This design comes from an exercise in tuning for small area, a short achievable clock period and few clock cycles per item on the open sky130 flow, not from production work. In this exercise RTL edits were held to simulation tests only and were not proved equivalent to the original. Power figures rest on the tool's default switching activity, not on a simulated workload.

===== run.sh =====
#!/bin/bash
# synth_recipe.tcl (not shown) runs the flow's synth.tcl, then flattens the netlist and writes it again
# the make line also repeats each setting of config.mk as NAME=value (left out here)
make -C /OpenROAD-flow-scripts/flow DESIGN_CONFIG=/design/flow/config.mk WORK_HOME=/design/flow/orfs CLKGATE_MAP_FILE= SYNTH_SCRIPT=/design/flow/synth_recipe.tcl finish

===== config.mk =====
export PLATFORM = sky130hd
export DESIGN_NAME = alu_seq
export DESIGN_NICKNAME = alu_seq
export VERILOG_FILES = /design/flow/design.v
export SDC_FILE = /design/flow/constraint.sdc
export NUM_CORES = 4
export LEC_CHECK = 0
export CAP_MARGIN = 20
export CORE_MARGIN = 2
export CORE_UTILIZATION = 40
export SLEW_MARGIN = 20

===== constraint.sdc =====
create_clock -name core_clock -period 10.0 [get_ports {clk}]
set_input_delay 2.0000 -clock core_clock [delete_from_list [all_inputs] [get_ports {clk}]]
set_output_delay 2.0000 -clock core_clock [all_outputs]
set_load 0.01 [all_outputs]

===== design.v =====
`default_nettype none
package diablo_alu_pkg;
  localparam int ALU_OP_W = 4;
  typedef enum logic [ALU_OP_W-1:0] {
    ALU_ADD  = 4'd0,
    ALU_SUB  = 4'd1,
    ALU_AND  = 4'd2,
    ALU_OR   = 4'd3,
    ALU_XOR  = 4'd4,
    ALU_SLL  = 4'd5,
    ALU_SRL  = 4'd6,
    ALU_SRA  = 4'd7,
    ALU_SLT  = 4'd8,
    ALU_SLTU = 4'd9,
    ALU_MUL  = 4'd10,
    ALU_DIV  = 4'd11,
    ALU_DIVU = 4'd12,
    ALU_REM  = 4'd13,
    ALU_REMU = 4'd14
  } alu_op_e;
  typedef enum logic [1:0] {
    ST_IDLE = 2'd0,
    ST_BUSY = 2'd1,
    ST_DONE = 2'd2
  } alu_state_e;
  function automatic logic op_is_iter(input alu_op_e op);
    case (op)
      diablo_alu_pkg::ALU_MUL, diablo_alu_pkg::ALU_DIVU, diablo_alu_pkg::ALU_REMU: op_is_iter = 1'b1;
      diablo_alu_pkg::ALU_DIV, diablo_alu_pkg::ALU_REM: op_is_iter = 1'b1;
      default:                     op_is_iter = 1'b0;
    endcase
  endfunction
endpackage
`default_nettype wire
`default_nettype none
module alu_muldiv_iter
#(
  parameter int XLEN = 64
) (
  input  logic            clk,
  input  logic            rst_n,
  input  logic            i_start,
  input  diablo_alu_pkg::alu_op_e i_op,
  input  logic [XLEN-1:0] i_a,
  input  logic [XLEN-1:0] i_b,
  output logic            o_done,
  output logic [XLEN-1:0] o_result
);
  localparam int            CW     = $clog2(XLEN);
  localparam logic [CW-1:0] C_LAST = CW'(XLEN - 1);
  logic            r_busy;
  logic [CW-1:0]   r_cnt;
  logic            r_is_mul;
  logic            r_want_rem;
  logic [XLEN-1:0] r_acc;
  logic [XLEN-1:0] r_y;
  logic [XLEN-1:0] r_z;
  logic [XLEN-1:0] w_acc_nxt;
  logic [XLEN-1:0] w_y_nxt;
  logic [XLEN-1:0] w_z_nxt;
  logic [XLEN:0]   w_rem_shift;
  logic            w_ge;
  logic [XLEN-1:0] w_op_a;
  logic [XLEN-1:0] w_op_b;
  logic [XLEN-1:0] w_quo;
  logic [XLEN-1:0] w_rem;
  always_comb begin
    w_rem_shift = {r_acc, r_y[XLEN-1]};
    w_ge        = (w_rem_shift >= {1'b0, r_z});
    if (r_is_mul) begin
      w_acc_nxt = r_z[0] ? (r_acc + r_y) : r_acc;
      w_y_nxt   = r_y << 1;
      w_z_nxt   = r_z >> 1;
    end else begin
      w_acc_nxt = w_ge ? (w_rem_shift[XLEN-1:0] - r_z) : w_rem_shift[XLEN-1:0];
      w_y_nxt   = {r_y[XLEN-2:0], w_ge};
      w_z_nxt   = r_z;
    end
  end
  logic w_signed;
  logic w_neg_a;
  logic w_neg_b;
  logic r_neg_q;
  logic r_neg_r;
  always_comb begin
    w_signed = (i_op == diablo_alu_pkg::ALU_DIV) || (i_op == diablo_alu_pkg::ALU_REM);
    w_neg_a  = w_signed && i_a[XLEN-1];
    w_neg_b  = w_signed && i_b[XLEN-1];
    w_op_a   = w_neg_a ? (-i_a) : i_a;
    w_op_b   = w_neg_b ? (-i_b) : i_b;
    w_quo    = r_neg_q ? (-w_y_nxt) : w_y_nxt;
    w_rem    = r_neg_r ? (-w_acc_nxt) : w_acc_nxt;
  end
  always_ff @(posedge clk or negedge rst_n) begin
    if (!rst_n) begin
      r_neg_q <= 1'b0;
      r_neg_r <= 1'b0;
    end else if (i_start) begin
      r_neg_q <= w_signed && (w_neg_a ^ w_neg_b) && (i_b != '0);
      r_neg_r <= w_neg_a;
    end
  end
  always_ff @(posedge clk or negedge rst_n) begin
    if (!rst_n) begin
      r_busy     <= 1'b0;
      r_cnt      <= '0;
      r_is_mul   <= 1'b0;
      r_want_rem <= 1'b0;
      r_acc      <= '0;
      r_y        <= '0;
      r_z        <= '0;
    end else if (i_start) begin
      r_busy     <= 1'b1;
      r_cnt      <= '0;
      r_is_mul   <= (i_op == diablo_alu_pkg::ALU_MUL);
      r_want_rem <= (i_op == diablo_alu_pkg::ALU_REM) || (i_op == diablo_alu_pkg::ALU_REMU);
      r_acc      <= '0;
      r_y        <= w_op_a;
      r_z        <= w_op_b;
    end else if (r_busy) begin
      r_acc <= w_acc_nxt;
      r_y   <= w_y_nxt;
      r_z   <= w_z_nxt;
      if (r_cnt == C_LAST) begin
        r_busy <= 1'b0;
        r_cnt  <= '0;
      end else begin
        r_cnt <= r_cnt + 1'b1;
      end
    end
  end
  assign o_done   = r_busy && (r_cnt == C_LAST);
  assign o_result = r_is_mul ? w_acc_nxt : (r_want_rem ? w_rem : w_quo);
endmodule
`default_nettype wire
`default_nettype none
module alu_seq
#(
  parameter int XLEN = 64
) (
  input  logic            clk,
  input  logic            rst_n,
  input  logic            in_valid,
  output logic            in_ready,
  input  logic [diablo_alu_pkg::ALU_OP_W-1:0] in_op,
  input  logic [XLEN-1:0] in_a,
  input  logic [XLEN-1:0] in_b,
  output logic            out_valid,
  input  logic            out_ready,
  output logic [XLEN-1:0] out_result,
  output logic            out_err
);
  localparam int SHW = $clog2(XLEN);
  diablo_alu_pkg::alu_state_e      r_state;
  diablo_alu_pkg::alu_state_e      w_state_nxt;
  logic            r_alive;
  logic [XLEN-1:0] r_result;
  logic            r_err;
  logic            w_accept;
  logic            w_iter;
  logic            w_md_done;
  logic [XLEN-1:0] w_md_result;
  logic [XLEN-1:0] w_alu_result;
  logic            w_alu_err;
  logic [SHW-1:0]  w_shamt;
  diablo_alu_pkg::alu_op_e         w_op;
  assign in_ready   = r_alive && ((r_state == diablo_alu_pkg::ST_IDLE) || ((r_state == diablo_alu_pkg::ST_DONE) && out_ready));
  assign w_accept   = in_valid && in_ready;
  assign w_op       = diablo_alu_pkg::alu_op_e'(in_op);
  assign w_iter     = diablo_alu_pkg::op_is_iter(w_op);
  assign w_shamt    = in_b[SHW-1:0];
  assign out_valid  = (r_state == diablo_alu_pkg::ST_DONE);
  assign out_result = r_result;
  assign out_err    = r_err;
  always_comb begin
    w_alu_result = '0;
    w_alu_err    = 1'b0;
    case (w_op)
      diablo_alu_pkg::ALU_ADD:  w_alu_result = in_a + in_b;
      diablo_alu_pkg::ALU_SUB:  w_alu_result = in_a - in_b;
      diablo_alu_pkg::ALU_AND:  w_alu_result = in_a & in_b;
      diablo_alu_pkg::ALU_OR:   w_alu_result = in_a | in_b;
      diablo_alu_pkg::ALU_XOR:  w_alu_result = in_a ^ in_b;
      diablo_alu_pkg::ALU_SLL:  w_alu_result = in_a << w_shamt;
      diablo_alu_pkg::ALU_SRL:  w_alu_result = in_a >> w_shamt;
      diablo_alu_pkg::ALU_SRA:  w_alu_result = $signed(in_a) >>> w_shamt;
      diablo_alu_pkg::ALU_SLT:  w_alu_result = {{(XLEN-1){1'b0}}, ($signed(in_a) < $signed(in_b))};
      diablo_alu_pkg::ALU_SLTU: w_alu_result = {{(XLEN-1){1'b0}}, (in_a < in_b)};
      default:  w_alu_err    = 1'b1;
    endcase
  end
  always_comb begin
    w_state_nxt = r_state;
    case (r_state)
      diablo_alu_pkg::ST_IDLE: begin
        if (w_accept) w_state_nxt = w_iter ? diablo_alu_pkg::ST_BUSY : diablo_alu_pkg::ST_DONE;
      end
      diablo_alu_pkg::ST_BUSY: begin
        if (w_md_done) w_state_nxt = diablo_alu_pkg::ST_DONE;
      end
      diablo_alu_pkg::ST_DONE: begin
        if (w_accept)       w_state_nxt = w_iter ? diablo_alu_pkg::ST_BUSY : diablo_alu_pkg::ST_DONE;
        else if (out_ready) w_state_nxt = diablo_alu_pkg::ST_IDLE;
      end
      default: w_state_nxt = diablo_alu_pkg::ST_IDLE;
    endcase
  end
  always_ff @(posedge clk or negedge rst_n) begin
    if (!rst_n) begin
      r_state <= diablo_alu_pkg::ST_IDLE;
      r_alive <= 1'b0;
    end else begin
      r_state <= w_state_nxt;
      r_alive <= 1'b1;
    end
  end
  always_ff @(posedge clk or negedge rst_n) begin
    if (!rst_n) begin
      r_result <= '0;
      r_err    <= 1'b0;
    end else if (w_accept && !w_iter) begin
      r_result <= w_alu_result;
      r_err    <= w_alu_err;
    end else if ((r_state == diablo_alu_pkg::ST_BUSY) && w_md_done) begin
      r_result <= w_md_result;
      r_err    <= 1'b0;
    end
  end
  alu_muldiv_iter #(
    .XLEN (XLEN)
  ) u_muldiv (
    .clk      (clk),
    .rst_n    (rst_n),
    .i_start  (w_accept && w_iter),
    .i_op     (w_op),
    .i_a      (in_a),
    .i_b      (in_b),
    .o_done   (w_md_done),
    .o_result (w_md_result)
  );
endmodule
`default_nettype wire

==> flow_metrics.py <==
metrics = {
    "clocking": {
        "cts_buffers": 38,
        "root_buffer": "clkbuf_16",
        "post_cts_buffers": 0,
        "cts_buffer_depth": 3,
        "cts_resized": 0,
        "htreeDepth": 2,
        "path_clk_slew_ps": 60,
        "clkSinkCount": 271,
        "cts_tree": "done",
        "ctsHoldBuffers": 0,
        "worstSkewPairLatency_ps": 640,
    },
    "route": {
        "vias": 58000,
        "post-route-drc-count": 0,
        "vias_per_cell": 7.04,
        "wire_per_inst_um": 36.8,
        "dr.pass1.iters": 7,
        "wirelength_mm": 303,
        "ant_nets": 0,
        "drtIter0Drc": 9390,
    },
    "synth": {
        "synthSimpleGateAreaFrac_pct": 22.3,
        "synthArstFlopShare_pct": 100,
        "synth_compound_area_share_pct": 33.5,
        "synth_flop_cell": "dfrtp_1",
        "synth_fa_ha_area_share_pct": 8.80,
        "synthMuxAreaShare_pct": 8.82,
        "synth_edf_count": 0,
        "yosysTopAreaCellShare_pct": 14.4,
        "synth_top_family_by_area": "compound AO/OA/AOI/OAI gates",
        "ys_ff_latch": 271,
        "synth_area_mm2": 0.0471,
        "syn_inst": 6772,
        "post-synth-top-area-cell": "dfrtp_1",
        "yosysWarnings": 2,
        "syn_area_per_cell_um2": 6.96,
        "synth_cell_types": 114,
        "yosys-top-cells-area": "dfrtp_1 (14%), ha_1 (8.6%), a21oi_1 (6.9%)",
        "synthXorXnorAreaFrac_pct": 5.61,
        "synth_fp_nets": 7237,
        "synth_seq_area_share_pct": 14.4,
    },
    "floorplanning": {
        "rows": 125,
        "die_area_mm2": 0.121,
        "fp.dieH_um": 347,
        "die_x_um": 347,
        "io_pins": 203,
        "start_util_pct": 40.4,
        "core_area_mm2": 0.117,
    },
    "setup_path": {
        "r2r_start": "u_muldiv.r_z[47]$_DFFE_PN0P_",
        "max_stage_delay_ps": 680,
        "critPathCaptureType": "flip-flop",
        "reg2reg_slack_ps": 2260,
        "path_cells": "clkdlybuf4s50_1 -> inv_1 -> ha_1 -> inv_1 -> fa_1 -> nor2b_1 -> o221ai_1 -> a21oi_1 -> o211ai_1 -> a21oi_1 -> o31ai_1 -> a21oi_1 -> o41ai_1 -> o31ai_1 -> a2111oi_0 -> o21ai_0 -> nand3_1 -> mux2i_1 -> nor2_1 -> o32a_1",
        "cpMaxStageDelayCell": "clkdlybuf4s50_1",
        "critical_path_class": "input port to flip-flop",
        "cp.arrival_ps": 8410,
        "crit_path_frequent_cell": "a21oi_1",
        "worst_ep_required_time_ps": 10500,
        "timing.rr.end": "r_result[38]$_DFFE_PN0P_",
        "critPathMaxFanout": 7,
        "cp-start-kind": "input port",
        "r2r_cells": 19,
    },
    "sta": {
        "final.setup_skew_ps": 42.1,
        "maxSlewViolCount": 0,
        "fin_tns_setup_ps": 0,
        "hold_viol_final": 0,
        "rsz0062_at_grt": "no",
        "period_needed_ps": 7900,
        "setup_ws_ps": 2100,
        "max_slew_margin_pct": 8.53,
        "fin_crit_sh_pct": 79.0,
        "fmax_ghz": 0.127,
        "setup_viol": 0,
        "tightestPinTransition_ps": 1360,
    },
    "worst_hold_path": {
        "holdCritPathClass": "flip-flop to flip-flop",
        "hold_depth": 2,
        "min_to": "u_muldiv.r_z[1]$_DFFE_PN0P_",
        "min-delay-start": "u_muldiv.r_z[1]$_DFFE_PN0P_",
    },
    "grt": {
        "grt_max_degree": 137,
        "grt_pass1_vias": 53100,
        "grt_use_total_pct": 48.4,
        "grt.overflow.total": 0,
        "grt_first_pass_wirelength_mm": 417,
        "antenna_found_initial": 54,
    },
    "placement": {
        "dp_slack_ps": 1800,
        "gp_congestion": 1.13,
        "placed_area_mm2": 0.0504,
        "hpwl_mm": 240,
        "port_buffers": 202,
    },
    "final_layout": {
        "nets": 7141,
        "fillers": 12300,
        "drive_above_1_share_pct": 6.42,
        "syn2layout_area_growth_pct": 9.86,
        "design_area_mm2": 0.0518,
    },
    "pwr": {
        "leakage_nw": 20.9,
        "power_density_mw_per_mm2": 328,
        "vdd_ir_drop_max_mv": 0.185,
        "fin_total_pwr_w": 0.0170,
    },
    "flow_run": {
        "maxCapViolCount": 0,
    },
    "run_status": {
        "status": "no timing/DRC/antenna violations",
    },
}
-- synth_stat cells, types with 80 or more instances --
| library cell | number |
|---|---|
| nor2_1 | 853 |
| a21oi_1 | 651 |
| nand2_1 | 629 |
| o21ai_0 | 607 |
| clkbuf_1 | 378 |
| ha_1 | 325 |
| inv_1 | 302 |
| mux2i_1 | 288 |
| dfrtp_1 | 271 |
| xnor2_1 | 227 |
| nand3_1 | 138 |
| nor3_1 | 130 |
| a211oi_1 | 112 |
| nand4_1 | 100 |
| a31oi_1 | 99 |
| o22ai_1 | 85 |
| o211ai_1 | 80 |
-- where the power goes --
part / leakage [nW] / internal [W] / switching [W]
Clock: 0.615 / 0.000817 / 0.000635
Combinational: 16.9 / 0.00434 / 0.00850
Sequential: 3.33 / 0.00163 / 0.00107
Total: 20.9 / 0.00679 / 0.0102
-- routing by layer --
layer	vias up	GRT usage, %	wire (um)
li1	24800	-	-
met1	28000	61.2	115000
met2	4219	67.9	120000
met3	944	17.6	42300
met4	46	33.6	25400
met5	-	0	297
-- registers in the layout, indices dropped and copies added (netlist names), 2 cells and up --
register and cells:
u_muldiv.r_cnt 6, r_result 64, u_muldiv.r_y 64, u_muldiv.r_acc 64
u_muldiv.r_z 64, r_state 2
-- layout make-up --
type                            instances  area [um^2]  share of cell area [%]
Tap cell                             1524         1910                    3.68
Timing Repair Buffer                  356         3220                    6.22
Clock buffer                           45         1030                    1.99
Antenna cell                           21         52.6                   0.102
Inverter                              307         1160                    2.24
Clock inverter                         21          225                   0.435
Multi-Input combinational cell       5702        37400                    72.2
Sequential cell                       271         6790                    13.1
-- critical path, delay by kind of cell --
family | cells | cell delay [ps]
AOI/OAI and AO/OA | 11 | 4180
buffers and inverters | 3 | 1000
muxes | 1 | 210
and+or+nand+nor | 3 | 410
adders and majority gates | 2 | 610
-- kinds of logic after synthesis --
group / count (synthesis)
compound gates: 2440
flops: 271
xor+xnor: 302
buf+inv: 799
fa+ha+maj: 329
simple gates: 2270
mux: 360
other cells: 1
-- metrics by stage --
step	utilization [%]	hold WS, ps	instances
CTS	44.4	484	8226
floorplan	-	442	6772
finish	44.4	483	8247
global placement	43.3	463	8157
global route	44.4	509	8228
detailed placement	43.3	471	8160
-- placed cells by master (no fill, tap or decap), types with 71 or more instances in the layout --
master / instances
nor2_1: 848
a21oi_1: 650
nand2_1: 622
o21ai_0: 603
ha_1: 325
inv_1: 299
mux2i_1: 288
dfrtp_1: 266
xnor2_1: 227
clkdlybuf4s50_1: 195
buf_4: 150
nand3_1: 137
nor3_1: 127
a211oi_1: 110
nand4_1: 100
a31oi_1: 98
o22ai_1: 85
o211ai_1: 80
a21o_1: 76
xor2_1: 75
or3_1: 71
-- how the worst max path moves through the flow --
stage | from | to | slack, ps | depth (start not counted)
floorplan | in_b[2] | r_result[58]$_DFFE_PN0P_ | 1980 | 24
global placement | in_a[0] | r_result[60]$_DFFE_PN0P_ | 1960 | 20
detailed placement | in_a[0] | r_result[60]$_DFFE_PN0P_ | 1800 | 20
CTS | in_a[0] | r_result[60]$_DFFE_PN0P_ | 2420 | 20
global route | in_a[0] | r_result[60]$_DFFE_PN0P_ | 1890 | 20
finish | in_a[0] | r_result[60]$_DFFE_PN0P_ | 2100 | 20
Testbench counts, summed over its fixed seeds: cycles 81,128, items 2,400.

## re-timing with driven ports
In the flow no input, the clock included, has a driving cell. The finished layout below was timed again as built, in two steps. Step 1 sets driving cells, clkbuf_16 on the clock port and buf_2 on the other inputs (assumed; they add their load-dependent delay and slew). Step 2 times the ports against the registers' clock, not the clock port: input delays grow and output delays shrink by t, the midpoint of the rising clock arrivals with the driver on. Three values: ideal, step 1, step 2; two values: the first two.
t (ns): 0.685
setup WS [ns]: 2.095 / 2.144 / 1.459
worst hold slack (ns): 0.483 / 0.483 / 0.483
worst setup path at the end: input to register
After both steps this run still meets setup and hold. For this run, drivers alone change the setup slack by +0.049 ns; drivers and shift together by -0.636 ns.
